Context: an optimization exercise on an open-source flow, tuned for a short achievable clock period and few clock cycles per item. The choices shown serve that exercise and are no tape-out recipe.
Only simulation tests tie the RTL to the original design; equivalence was not proved.
Power figures rest on the tool's default switching activity, not on a simulated workload.

==> design.v <==
package avcsps_pkg;
    localparam logic [2:0] STS_OK          = 3'd0;
    localparam logic [2:0] STS_NO_SPS      = 3'd1;
    localparam logic [2:0] STS_NOT_SPS_NAL = 3'd2;
    localparam logic [2:0] STS_TRUNC       = 3'd3;
    localparam logic [2:0] STS_SCALING     = 3'd4;
    localparam logic [2:0] STS_GOLOMB      = 3'd5;
    localparam logic [2:0] STS_BAD_SIZE    = 3'd6;
    localparam logic [4:0] GOLOMB_MAX_ZEROS = 5'd31;
    localparam logic [5:0] ST_VERSION     = 6'd0;
    localparam logic [5:0] ST_PROFILE     = 6'd1;
    localparam logic [5:0] ST_COMPAT      = 6'd2;
    localparam logic [5:0] ST_LEVEL       = 6'd3;
    localparam logic [5:0] ST_NAL_LEN     = 6'd4;
    localparam logic [5:0] ST_NUM_SPS     = 6'd5;
    localparam logic [5:0] ST_NAL_HDR     = 6'd8;
    localparam logic [5:0] ST_PROFILE_IDC = 6'd9;
    localparam logic [5:0] ST_SPS_ID    = 6'd12;
    localparam logic [5:0] ST_CHROMA    = 6'd13;
    localparam logic [5:0] ST_SEP       = 6'd14;
    localparam logic [5:0] ST_DEPTH_L   = 6'd15;
    localparam logic [5:0] ST_DEPTH_C   = 6'd16;
    localparam logic [5:0] ST_BYPASS    = 6'd17;
    localparam logic [5:0] ST_MATRIX    = 6'd18;
    localparam logic [5:0] ST_LISTS     = 6'd19;
    localparam logic [5:0] ST_LOG2FN    = 6'd20;
    localparam logic [5:0] ST_POC       = 6'd21;
    localparam logic [5:0] ST_MAX_POC   = 6'd22;
    localparam logic [5:0] ST_DELTA0    = 6'd23;
    localparam logic [5:0] ST_OFF_NR    = 6'd24;
    localparam logic [5:0] ST_OFF_TB    = 6'd25;
    localparam logic [5:0] ST_CYCLE     = 6'd26;
    localparam logic [5:0] ST_CYCLE_OFF = 6'd27;
    localparam logic [5:0] ST_NUM_REF   = 6'd28;
    localparam logic [5:0] ST_GAPS      = 6'd29;
    localparam logic [5:0] ST_WIDTH     = 6'd30;
    localparam logic [5:0] ST_HEIGHT    = 6'd31;
    localparam logic [5:0] ST_FMO       = 6'd32;
    localparam logic [5:0] ST_MBAFF     = 6'd33;
    localparam logic [5:0] ST_DIRECT    = 6'd34;
    localparam logic [5:0] ST_CROPF     = 6'd35;
    localparam logic [5:0] ST_CL        = 6'd36;
    localparam logic [5:0] ST_CR        = 6'd37;
    localparam logic [5:0] ST_CT        = 6'd38;
    localparam logic [5:0] ST_CB        = 6'd39;
    localparam logic [5:0] ST_DONE      = 6'd40;
    localparam logic [7:0] SPS_NAL_HDR = 8'h67;
    typedef struct packed {
        logic en;
        logic bin;
        logic clear;
    } golomb_ctl_t;
    typedef struct packed {
        logic        done;
        logic        ovf;
        logic [31:0] value;
    } golomb_res_t;
endpackage
import avcsps_pkg::*;
module avcsps_golomb
(
    input  logic        clk,
    input  logic        rst_n,
    input  avcsps_pkg::golomb_ctl_t ctl,
    output avcsps_pkg::golomb_res_t res
);
    logic        suffix_reg, suffix_next;
    logic [4:0]  zc_reg, zc_next;
    logic [31:0] val_reg, val_next;
    logic [31:0] shifted;
    always_comb
    begin
        suffix_next = suffix_reg;
        zc_next     = zc_reg;
        val_next    = val_reg;
        res         = '0;
        shifted     = {val_reg[30:0], ctl.bin};
        if (ctl.en)
        begin
            if (!suffix_reg)
            begin
                if (!ctl.bin)
                begin
                    if (zc_reg >= GOLOMB_MAX_ZEROS)
                        res.ovf = 1'b1;
                    else
                        zc_next = zc_reg + 5'd1;
                end
                else if (zc_reg == 5'd0)
                begin
                    res.done = 1'b1;
                end
                else
                begin
                    suffix_next = 1'b1;
                    val_next    = 32'd1;
                end
            end
            else
            begin
                zc_next = zc_reg - 5'd1;
                if (zc_next == 5'd0)
                begin
                    res.done    = 1'b1;
                    res.value   = shifted - 32'd1;
                    suffix_next = 1'b0;
                    val_next    = '0;
                end
                else
                begin
                    val_next = shifted;
                end
            end
        end
    end
    always_ff @(posedge clk or negedge rst_n)
    begin
        if (!rst_n)
        begin
            suffix_reg <= 1'b0;
            zc_reg     <= '0;
            val_reg    <= '0;
        end
        else if (ctl.clear)
        begin
            suffix_reg <= 1'b0;
            zc_reg     <= '0;
            val_reg    <= '0;
        end
        else
        begin
            suffix_reg <= suffix_next;
            zc_reg     <= zc_next;
            val_reg    <= val_next;
        end
    end
endmodule
import avcsps_pkg::*;
module avc_sps_header_parser
(
    input  logic          clk,
    input  logic          rst_n,
    input  logic          in_valid,
    output logic          in_ready,
    input  logic [7:0]    in_data_byte,
    input  logic          in_last_byte,
    output logic          out_valid,
    input  logic          out_ready,
    output logic [2:0]    out_status,
    output logic [7:0]    out_profile,
    output logic [7:0]    out_compat,
    output logic [7:0]    out_level,
    output logic [2:0]    out_nal_length_size,
    output logic [7:0]    out_ref_frames,
    output logic [15:0]   out_pixel_width,
    output logic [15:0]   out_pixel_height
);
    logic [5:0]  step_reg, step_next;
    logic [7:0]  shift_reg, shift_next;
    logic [3:0]  cnt_reg, cnt_next;           
    logic        last_reg, last_next;
    logic [31:0] loop_reg, loop_next;
    logic [7:0]  pidc_reg, pidc_next;
    logic [1:0]  chroma_reg, chroma_next;
    logic        sep_reg, sep_next;
    logic [31:0] w_reg, w_next;
    logic [31:0] h_reg, h_next;
    logic        frame_reg, frame_next;
    logic [32:0] crop0_reg, crop0_next;
    logic [32:0] crop1_reg, crop1_next;
    logic [7:0]  prof_reg, prof_next;
    logic [7:0]  compat_reg, compat_next;
    logic [7:0]  level_reg, level_next;
    logic [2:0]  nal_reg, nal_next;
    logic [7:0]  ref_reg, ref_next;
    logic [15:0] width_reg, width_next;
    logic [15:0] height_reg, height_next;
    logic [2:0]  err_reg, err_next;
    logic        out_valid_reg;
    logic [2:0]  o_status_reg;
    logic [7:0]  o_prof_reg, o_compat_reg, o_level_reg, o_ref_reg;
    logic [2:0]  o_nal_reg;
    logic [15:0] o_width_reg, o_height_reg;
    logic        busy, in_fire, emit, bit_in, finish;
    logic [2:0]  status_next;
    avcsps_pkg::golomb_ctl_t g_ctl;
    avcsps_pkg::golomb_res_t g_res;
    function automatic logic high_profile;
        input logic [7:0] p;
        high_profile = (p == 8'd100) || (p == 8'd110) || (p == 8'd122) || (p == 8'd244) ||
               (p == 8'd44) || (p == 8'd83) || (p == 8'd86) || (p == 8'd118);
    endfunction
    function automatic logic is_golomb_step;
        input logic [5:0] s;
        is_golomb_step = (s == ST_SPS_ID) || (s == ST_CHROMA) || (s == ST_DEPTH_L) ||
               (s == ST_DEPTH_C) || (s == ST_LOG2FN) || (s == ST_POC) ||
               (s == ST_MAX_POC) || (s == ST_OFF_NR) || (s == ST_OFF_TB) ||
               (s == ST_CYCLE) || (s == ST_CYCLE_OFF) || (s == ST_NUM_REF) ||
               (s == ST_WIDTH) || (s == ST_HEIGHT) || (s == ST_CL) ||
               (s == ST_CR) || (s == ST_CT) || (s == ST_CB);
    endfunction
    logic [1:0]  ct;
    logic        ux2;
    logic [1:0]  sy;
    logic [32:0] wp1, hp1;
    logic [37:0] fw, fh, cw, ch, dw, dh;
    logic        bad_size;
    assign busy          = (cnt_reg != 4'd0);
    assign in_ready = !busy && (!out_valid_reg || out_ready);
    assign in_fire       = in_valid && in_ready;
    assign bit_in        = shift_reg[7];
    avcsps_golomb u_golomb (
        .clk   (clk),
        .rst_n (rst_n),
        .ctl   (g_ctl),
        .res   (g_res)
    );
    always_comb
    begin
        ct  = sep_reg ? 2'd0 : chroma_reg;
        ux2 = (ct == 2'd1) || (ct == 2'd2);
        if (ct == 2'd1)
            sy = frame_reg ? 2'd1 : 2'd2;
        else
            sy = frame_reg ? 2'd0 : 2'd1;
        wp1 = {1'b0, w_reg} + 33'd1;
        hp1 = {1'b0, h_reg} + 33'd1;
        fw  = {1'b0, wp1, 4'b0000};
        fh  = frame_reg ? {1'b0, hp1, 4'b0000} : {hp1, 5'b00000};
        cw  = ux2 ? {4'b0000, crop0_next, 1'b0} : {5'b00000, crop0_next};
        ch  = {5'b00000, crop1_next} << sy;
        dw  = fw - cw;
        dh  = fh - ch;
        bad_size = (cw >= fw) || (ch >= fh) || (dw[37:16] != 22'd0) ||
                   (dh[37:16] != 22'd0);
    end
    always_comb
    begin
        step_next   = step_reg;
        shift_next  = shift_reg;
        cnt_next    = cnt_reg;
        last_next   = last_reg;
        loop_next   = loop_reg;
        pidc_next   = pidc_reg;
        chroma_next = chroma_reg;
        sep_next    = sep_reg;
        w_next      = w_reg;
        h_next      = h_reg;
        frame_next  = frame_reg;
        crop0_next  = crop0_reg;
        crop1_next  = crop1_reg;
        prof_next   = prof_reg;
        compat_next = compat_reg;
        level_next  = level_reg;
        nal_next    = nal_reg;
        ref_next    = ref_reg;
        width_next  = width_reg;
        height_next = height_reg;
        err_next    = err_reg;
        emit        = 1'b0;
        finish      = 1'b0;
        g_ctl.en    = 1'b0;
        g_ctl.bin   = bit_in;
        if (in_fire)
        begin
            if (step_reg < ST_SPS_ID)
            begin
                step_next = step_reg + 6'd1;
                unique case (step_reg)
                    ST_PROFILE:     prof_next   = in_data_byte;
                    ST_COMPAT:      compat_next = in_data_byte;
                    ST_LEVEL:       level_next  = in_data_byte;
                    ST_NAL_LEN:     nal_next    = {1'b0, in_data_byte[1:0]} + 3'd1;
                    ST_NUM_SPS:
                    begin
                        if (in_data_byte[4:0] == 5'd0)
                        begin
                            err_next  = STS_NO_SPS;
                            step_next = ST_DONE;
                        end
                    end
                    ST_NAL_HDR:
                    begin
                        if (in_data_byte != SPS_NAL_HDR)
                        begin
                            err_next  = STS_NOT_SPS_NAL;
                            step_next = ST_DONE;
                        end
                    end
                    ST_PROFILE_IDC: pidc_next = in_data_byte;
                    default:        ;
                endcase
                emit = in_last_byte;
            end
            else if (step_reg == ST_DONE)
            begin
                emit = in_last_byte;
            end
            else
            begin
                shift_next = in_data_byte;
                cnt_next   = 4'd8;
                last_next  = in_last_byte;
            end
        end
        else if (busy)
        begin
            g_ctl.en = is_golomb_step(step_reg);
            if (g_ctl.en && g_res.ovf)
            begin
                err_next  = STS_GOLOMB;
                step_next = ST_DONE;
            end
            else if (!g_ctl.en || g_res.done)
            begin
                unique case (step_reg)
                    ST_SPS_ID:
                        step_next = high_profile(pidc_reg) ? ST_CHROMA : ST_LOG2FN;
                    ST_CHROMA:
                    begin
                        chroma_next = (g_res.value <= 32'd3) ? g_res.value[1:0] : 2'd1;
                        step_next   = (g_res.value == 32'd3) ? ST_SEP : ST_DEPTH_L;
                    end
                    ST_SEP:
                    begin
                        sep_next  = bit_in;
                        step_next = ST_DEPTH_L;
                    end
                    ST_DEPTH_L: step_next = ST_DEPTH_C;
                    ST_DEPTH_C: step_next = ST_BYPASS;
                    ST_BYPASS:  step_next = ST_MATRIX;
                    ST_MATRIX:
                    begin
                        if (bit_in)
                        begin
                            loop_next = (chroma_reg == 2'd3) ? 32'd12 : 32'd8;
                            step_next = ST_LISTS;
                        end
                        else
                        begin
                            step_next = ST_LOG2FN;
                        end
                    end
                    ST_LISTS:
                    begin
                        if (bit_in)
                        begin
                            err_next  = STS_SCALING;
                            step_next = ST_DONE;
                        end
                        else
                        begin
                            loop_next = loop_reg - 32'd1;
                            if (loop_next == 32'd0)
                                step_next = ST_LOG2FN;
                        end
                    end
                    ST_LOG2FN: step_next = ST_POC;
                    ST_POC:
                    begin
                        if (g_res.value == 32'd0)
                            step_next = ST_MAX_POC;
                        else if (g_res.value == 32'd1)
                            step_next = ST_DELTA0;
                        else
                            step_next = ST_NUM_REF;
                    end
                    ST_MAX_POC: step_next = ST_NUM_REF;
                    ST_DELTA0:  step_next = ST_OFF_NR;
                    ST_OFF_NR:  step_next = ST_OFF_TB;
                    ST_OFF_TB:  step_next = ST_CYCLE;
                    ST_CYCLE:
                    begin
                        loop_next = g_res.value;
                        step_next = (g_res.value == 32'd0) ? ST_NUM_REF : ST_CYCLE_OFF;
                    end
                    ST_CYCLE_OFF:
                    begin
                        loop_next = loop_reg - 32'd1;
                        if (loop_next == 32'd0)
                            step_next = ST_NUM_REF;
                    end
                    ST_NUM_REF:
                    begin
                        ref_next  = (g_res.value > 32'd255) ? 8'd255 : g_res.value[7:0];
                        step_next = ST_GAPS;
                    end
                    ST_GAPS: step_next = ST_WIDTH;
                    ST_WIDTH:
                    begin
                        w_next    = g_res.value;
                        step_next = ST_HEIGHT;
                    end
                    ST_HEIGHT:
                    begin
                        h_next    = g_res.value;
                        step_next = ST_FMO;
                    end
                    ST_FMO:
                    begin
                        frame_next = bit_in;
                        step_next  = bit_in ? ST_DIRECT : ST_MBAFF;
                    end
                    ST_MBAFF:  step_next = ST_DIRECT;
                    ST_DIRECT: step_next = ST_CROPF;
                    ST_CROPF:
                    begin
                        if (bit_in)
                            step_next = ST_CL;
                        else
                            finish = 1'b1;
                    end
                    ST_CL:
                    begin
                        crop0_next = {1'b0, g_res.value};
                        step_next  = ST_CR;
                    end
                    ST_CR:
                    begin
                        crop0_next = crop0_reg + {1'b0, g_res.value};
                        step_next  = ST_CT;
                    end
                    ST_CT:
                    begin
                        crop1_next = {1'b0, g_res.value};
                        step_next  = ST_CB;
                    end
                    ST_CB:
                    begin
                        crop1_next = crop1_reg + {1'b0, g_res.value};
                        finish     = 1'b1;
                    end
                    default: step_next = ST_DONE;
                endcase
            end
            if (finish)
            begin
                step_next = ST_DONE;
                if (bad_size)
                begin
                    err_next = STS_BAD_SIZE;
                end
                else
                begin
                    err_next    = STS_OK;
                    width_next  = dw[15:0];
                    height_next = dh[15:0];
                end
            end
            shift_next = {shift_reg[6:0], 1'b0};
            cnt_next   = (step_next == ST_DONE) ? 4'd0 : cnt_reg - 4'd1;
            emit       = last_reg && (cnt_next == 4'd0);
        end
        g_ctl.clear = emit;
        status_next = (step_next == ST_DONE) ? err_next : STS_TRUNC;
    end
    always_ff @(posedge clk or negedge rst_n)
    begin
        if (!rst_n)
        begin
            step_reg   <= ST_VERSION;
            cnt_reg    <= '0;
            last_reg   <= 1'b0;
            loop_reg   <= '0;
            pidc_reg   <= '0;
            chroma_reg <= 2'd1;
            sep_reg    <= 1'b0;
            w_reg      <= '0;
            h_reg      <= '0;
            frame_reg  <= 1'b0;
            crop0_reg  <= '0;
            crop1_reg  <= '0;
            prof_reg   <= '0;
            compat_reg <= '0;
            level_reg  <= '0;
            nal_reg    <= '0;
            ref_reg    <= '0;
            width_reg  <= '0;
            height_reg <= '0;
            err_reg    <= STS_OK;
        end
        else if (emit)
        begin
            step_reg   <= ST_VERSION;
            cnt_reg    <= '0;
            last_reg   <= 1'b0;
            loop_reg   <= '0;
            pidc_reg   <= '0;
            chroma_reg <= 2'd1;
            sep_reg    <= 1'b0;
            w_reg      <= '0;
            h_reg      <= '0;
            frame_reg  <= 1'b0;
            crop0_reg  <= '0;
            crop1_reg  <= '0;
            prof_reg   <= '0;
            compat_reg <= '0;
            level_reg  <= '0;
            nal_reg    <= '0;
            ref_reg    <= '0;
            width_reg  <= '0;
            height_reg <= '0;
            err_reg    <= STS_OK;
        end
        else
        begin
            step_reg   <= step_next;
            cnt_reg    <= cnt_next;
            last_reg   <= last_next;
            loop_reg   <= loop_next;
            pidc_reg   <= pidc_next;
            chroma_reg <= chroma_next;
            sep_reg    <= sep_next;
            w_reg      <= w_next;
            h_reg      <= h_next;
            frame_reg  <= frame_next;
            crop0_reg  <= crop0_next;
            crop1_reg  <= crop1_next;
            prof_reg   <= prof_next;
            compat_reg <= compat_next;
            level_reg  <= level_next;
            nal_reg    <= nal_next;
            ref_reg    <= ref_next;
            width_reg  <= width_next;
            height_reg <= height_next;
            err_reg    <= err_next;
        end
    end
    always_ff @(posedge clk)
    begin
        shift_reg <= shift_next;
    end
    always_ff @(posedge clk or negedge rst_n)
    begin
        if (!rst_n)
            out_valid_reg <= 1'b0;
        else if (emit)
            out_valid_reg <= 1'b1;
        else if (out_ready)
            out_valid_reg <= 1'b0;
    end
    always_ff @(posedge clk)
    begin
        if (emit)
        begin
            o_status_reg <= status_next;
            o_prof_reg   <= prof_next;
            o_compat_reg <= compat_next;
            o_level_reg  <= level_next;
            o_nal_reg    <= nal_next;
            o_ref_reg    <= (status_next == STS_OK) ? ref_next : 8'd0;
            o_width_reg  <= (status_next == STS_OK) ? width_next : 16'd0;
            o_height_reg <= (status_next == STS_OK) ? height_next : 16'd0;
        end
    end
    assign out_valid           = out_valid_reg;
    assign out_status          = o_status_reg;
    assign out_profile         = o_prof_reg;
    assign out_compat          = o_compat_reg;
    assign out_level           = o_level_reg;
    assign out_nal_length_size = o_nal_reg;
    assign out_ref_frames      = o_ref_reg;
    assign out_pixel_width     = o_width_reg;
    assign out_pixel_height    = o_height_reg;
endmodule
==> run.sh <==
#!/bin/bash
# synth_recipe.tcl (not shown) runs the flow's synth.tcl, then flattens the netlist and writes it again
# the make line also repeats each setting of config.mk as NAME=value (left out here)
make -C /OpenROAD-flow-scripts/flow DESIGN_CONFIG=/design/flow/config.mk WORK_HOME=/design/flow/orfs CLKGATE_MAP_FILE= SYNTH_SCRIPT=/design/flow/synth_recipe.tcl finish
==> config.mk <==
export PLATFORM = sky130hd
export DESIGN_NAME = avc_sps_header_parser
export DESIGN_NICKNAME = avc_sps_header_parser
export VERILOG_FILES = /design/flow/design.v
export SDC_FILE = /design/flow/constraint.sdc
export NUM_CORES = 4
export LEC_CHECK = 0
export CAP_MARGIN = 20
export CORE_MARGIN = 2
export CORE_UTILIZATION = 40
export SLEW_MARGIN = 20
==> constraint.sdc <==
create_clock -name core_clock -period 20.0 [get_ports {clk}]
set_input_delay 4.0000 -clock core_clock [delete_from_list [all_inputs] [get_ports {clk}]]
set_output_delay 4.0000 -clock core_clock [all_outputs]
set_load 0.01 [all_outputs]
==> run summary <==
==> routing by layer <==
layer,vias up,GRT usage (%),wire [µm]
met5,-,0,0
met4,0,7.720,3240
met3,174,3.581,7376
met2,1058,43.26,49780
met1,14576,39.93,50890
li1,13916,-,-
==> critical path, delay by kind of cell, from the launching register on <==
kind,cells,cell delay [ns]
AOI/OAI and AO/OA,18,4.58
adders and majority gates,4,1.59
buffers and inverters,5,1.02
DFF,1,0.42
muxes,1,0.38
and+or+nand+nor,13,4.60
==> layout by cell type (no fill, tap or decap), types with 26 or more instances in the layout <==
cell type,n
a21o_1,69
a31oi_1,41
and2_1,69
nor4_1,36
nor2_1,534
mux2i_1,79
xnor2_1,108
a21oi_1,298
clkdlybuf4s50_1,83
o21a_1,28
inv_1,79
mux2_2,52
a211oi_1,48
nand2_1,450
edfxtp_1,78
o21ai_0,190
nand3_1,71
clkbuf_16,46
nand4_1,63
o21bai_1,26
a31o_2,37
xor2_1,73
dfrtp_1,291
nor3_1,109
a22oi_1,57
ha_1,143
buf_4,67
and3_1,34
or3_1,41
==> per-stage QoR <==
stage	utilization [%]	instance area, µm²	setup WS (ns)	hold slack [ns]
floorplan	-	30570	10.70	0.4905
global placement	42.47	32200	7.843	0.4984
detailed placement	42.47	32200	7.633	0.5099
CTS	44.33	33610	7.550	0.5254
global route	44.34	33620	6.529	0.5322
finish	44.34	33620	7.230	0.5202
==> path summary, 6_finish.rpt <==
check / startpoint / end / slack (ns) / depth (start not counted)
hold / removal: shift_reg[5] / shift_reg[6] / 0.52 / 2
hold reg to reg: shift_reg[5] / shift_reg[6] / 0.52 / 2
min in group asynchronous: rst_n / height_reg[5] / 3.39 / 1
setup / recovery: step_reg[0] / width_reg[7] / 7.23 / 41
max in group asynchronous: rst_n / u_golomb.val_reg[22] / 14.47 / 3
setup reg to reg: step_reg[0] / width_reg[7] / 7.23 / 41
==> power by group through the flow <==
| stage | combinational, mW | sequential [mW] | clock [mW] |
|---|---|---|---|
| detailed placement | 2.59 | 0.979 | 0 |
| finish | 2.65 | 0.967 | 0.804 |
| global placement | 2.60 | 0.979 | 0 |
| global route | 2.84 | 0.978 | 0.847 |
| floorplan | 1.80 | 0.956 | 0 |
| CTS | 2.60 | 0.966 | 0.819 |
==> cell type report <==
| class | instances | share of cell area, % |
|---|---|---|
| clock buffers | 57 | 3.696 |
| flip-flops and latches | 371 | 28.78 |
| inverters | 82 | 0.9379 |
| clock inverters | 22 | 0.5136 |
| well taps | 978 | 3.640 |
| multi-input cells | 3117 | 58.38 |
| repair buffers | 152 | 4.046 |
==> cells by family (layout without fill, tap and decap cells) <==
| group | count (synthesis) | in the layout |
|---|---|---|
| AND/OR/NAND/NOR | 1550 | 1550 |
| AO/OA/AOI/OAI | 1099 | 1099 |
| flip-flops | 371 | 371 |
| buffers and inverters | 328 | 313 |
| XOR/XNOR | 181 | 181 |
| adder cells (fa/ha/maj) | 148 | 148 |
| multiplexers | 139 | 139 |
==> key figures <==
Synth
  • Seq/Total Area, Yosys: 31.65%
  • Async SR Flop Fraction: 78.98%
  • Synth area leaders: dfrtp_1 (24%), edfxtp_1 (7.7%), nor2_1 (6.6%), ha_1 (5.9%), nand2_1 (5.5%)
  • Avg Inst Size Synth: 8.012 µm²
  • Most frequent cells after synthesis: nor2_1 (538), nand2_1 (450), a21oi_1 (299), dfrtp_1 (292), o21ai_0 (191)
  • Synth top area share: 23.90%
  • Synth Area in Compound Gates: 24.33%
  • Cells after Synth: 3816
  • Distinct cells, synth: 106
  • Synth warn: 2
  • Seq cells post-synth: 371
  • XOR/XNOR Fraction of Synth Area: 5.185%
  • Syn Std Cell Area: 30570 µm²
  • Most frequent cell after synthesis: nor2_1
  • Post-Synth Adder-Cell Area: 6.081%
  • Syn Nets: 3974
  • Main flop type after synthesis: dfrtp_1
  • Leading area contributor after synthesis: dfrtp_1
  • Largest family of logic cells by synthesized area: compound AO/OA/AOI/OAI gates
  • Mux contribution to synthesized area: 5.017%
  • Number of flops mapped to enable cells by yosys: 78
  • Synth Area in Simple Gates: 23.40%

Worst setup path
  • Data required, critical path: 20.48 ns
  • CP arrival: 13.25 ns
  • Critical path's slowest cell: a2111oi_0
  • WS Path Type: flop to flop
  • Critical path peak fanout: 36
  • Slowest stage delay, CP: 0.71 ns
  • Critical path startpoint category: flop
  • Endpoint type of the worst setup path: flop

Global routing
  • GRT Overall Usage: 27.67%
  • Total grt overflow: 0
  • Largest net degree at the start of global routing: 129
  • Vias in the first global route: 27184
  • Antenna violations before repair: 0
  • First-pass GRT wire length: 170.1 mm

Power and ir drop
  • Maximum vdd drop: 64.71 µV
  • Leak Pwr: 14.65 nW
  • Total net switching power: 2.162 mW
  • Cell-internal power: 2.257 mW
  • PwrDens: 131.4 nW/µm²
  • Post-route total power: 4.419 mW
  • Logic pwr share: 59.9%
  • Switching share of power: 48.93%
  • Seq pwr share: 21.9%
  • Clock network fraction of total power: 18.2%

Layout
  • Fin nets: 3928
  • Antenna Cells: 0
  • Area Overhead vs Synth: 9.957%
  • Reg area: 9677 µm²
  • Final Non-Filler Cells: 4779
  • Layout cell share with drive strength beyond 1: 7.945%
  • Fillers: 7608
  • Area of the multi-input gates: 19630 µm²

Clock tree
  • TritonCTS buffer count: 46
  • Clk buf depth: 3
  • Clock latency (worst-skew pair): 0.60 ns
  • H-Tree Depth: 2
  • CTS Root Cell: clkbuf_16
  • CTS resizes: 0
  • Clk sinks: 371
  • Reg clk slew, reported paths: 0.06 ns
  • Hold-fix buffers at CTS: 0
  • CTS tree: built
  • Setup repair bufs after CTS: 0

Timing
  • Max frequency: 78.31 MHz
  • TNS Setup: 0 ns
  • Final setup viols: 0
  • Final hold violation count: 0
  • Worst Clk Skew: 0.04436 ns
  • Worst-margin pin slew: 1.133 ns
  • Slew HR: 23.65%
  • Part of the cycle the worst path needs: 63.85%
  • Fin crit period: 12.77 ns
  • RSZ-0062 raised after global routing: false
  • Slew Viols, Final: 0

Placement
  • Final RePlAce weighted congestion: 0.9984
  • DP Wirelength: 81.46 mm
  • Placed Cells: 4700
  • IO buf count: 84

Floorplan
  • Starting Density: 40.32%
  • Io pins: 85
  • Core ar.: 75820 µm²
  • # rows: 101
  • Height of the die: 280.5 µm
  • DIE WIDTH: 280.5 µm
  • Full die area: 78660 µm²

Detailed routing
  • Vias per cell: 6.220
  • Residual DRC: 0
  • Wirelength, routed: 111.3 mm
  • Vias post-DR: 29724
  • Drt pass-1 iters: 6
  • DRT iter0 DRCs: 3242
  • Routed len/inst: 23.29 µm
  • Routed Antenna Nets: 0

Min path
  • Hold Path Class: flop to flop

Outcome
  • Run status: no timing/DRC/antenna violations

Flow run
  • MaxCap Viol Count: 0
Testbench counts, summed over its fixed seeds: cycles 41,456, items 384.

[port drivers added, routing unchanged]
Ports are ideal in the flow. The routed layout listed here was re-timed in OpenROAD. Step 1, drivers: a clkbuf_16 drives clk and a buf_2 each remaining input, both assumed. Step 2 adds t to the input delays and takes it off the output delays; t is the mean of the earliest and latest rising clock arrival at the registers after step 1. Input paths then give back, and output paths get back, about the clock's delay inside the block. a / b / c = ideal ports / drivers / drivers and shift; a / b = the first two.
shift t [ns]: 0.651
setup slack, ns: 7.230 / 7.230 / 7.230
hold WS [ns]: 0.520 / 0.520 / 0.520
latest minus earliest clock arrival (ns): 0.048 / 0.048
After both steps this run still meets setup and hold. The setup slack of this run moves by 0.000 ns with the drivers and by 0.000 ns with both steps.
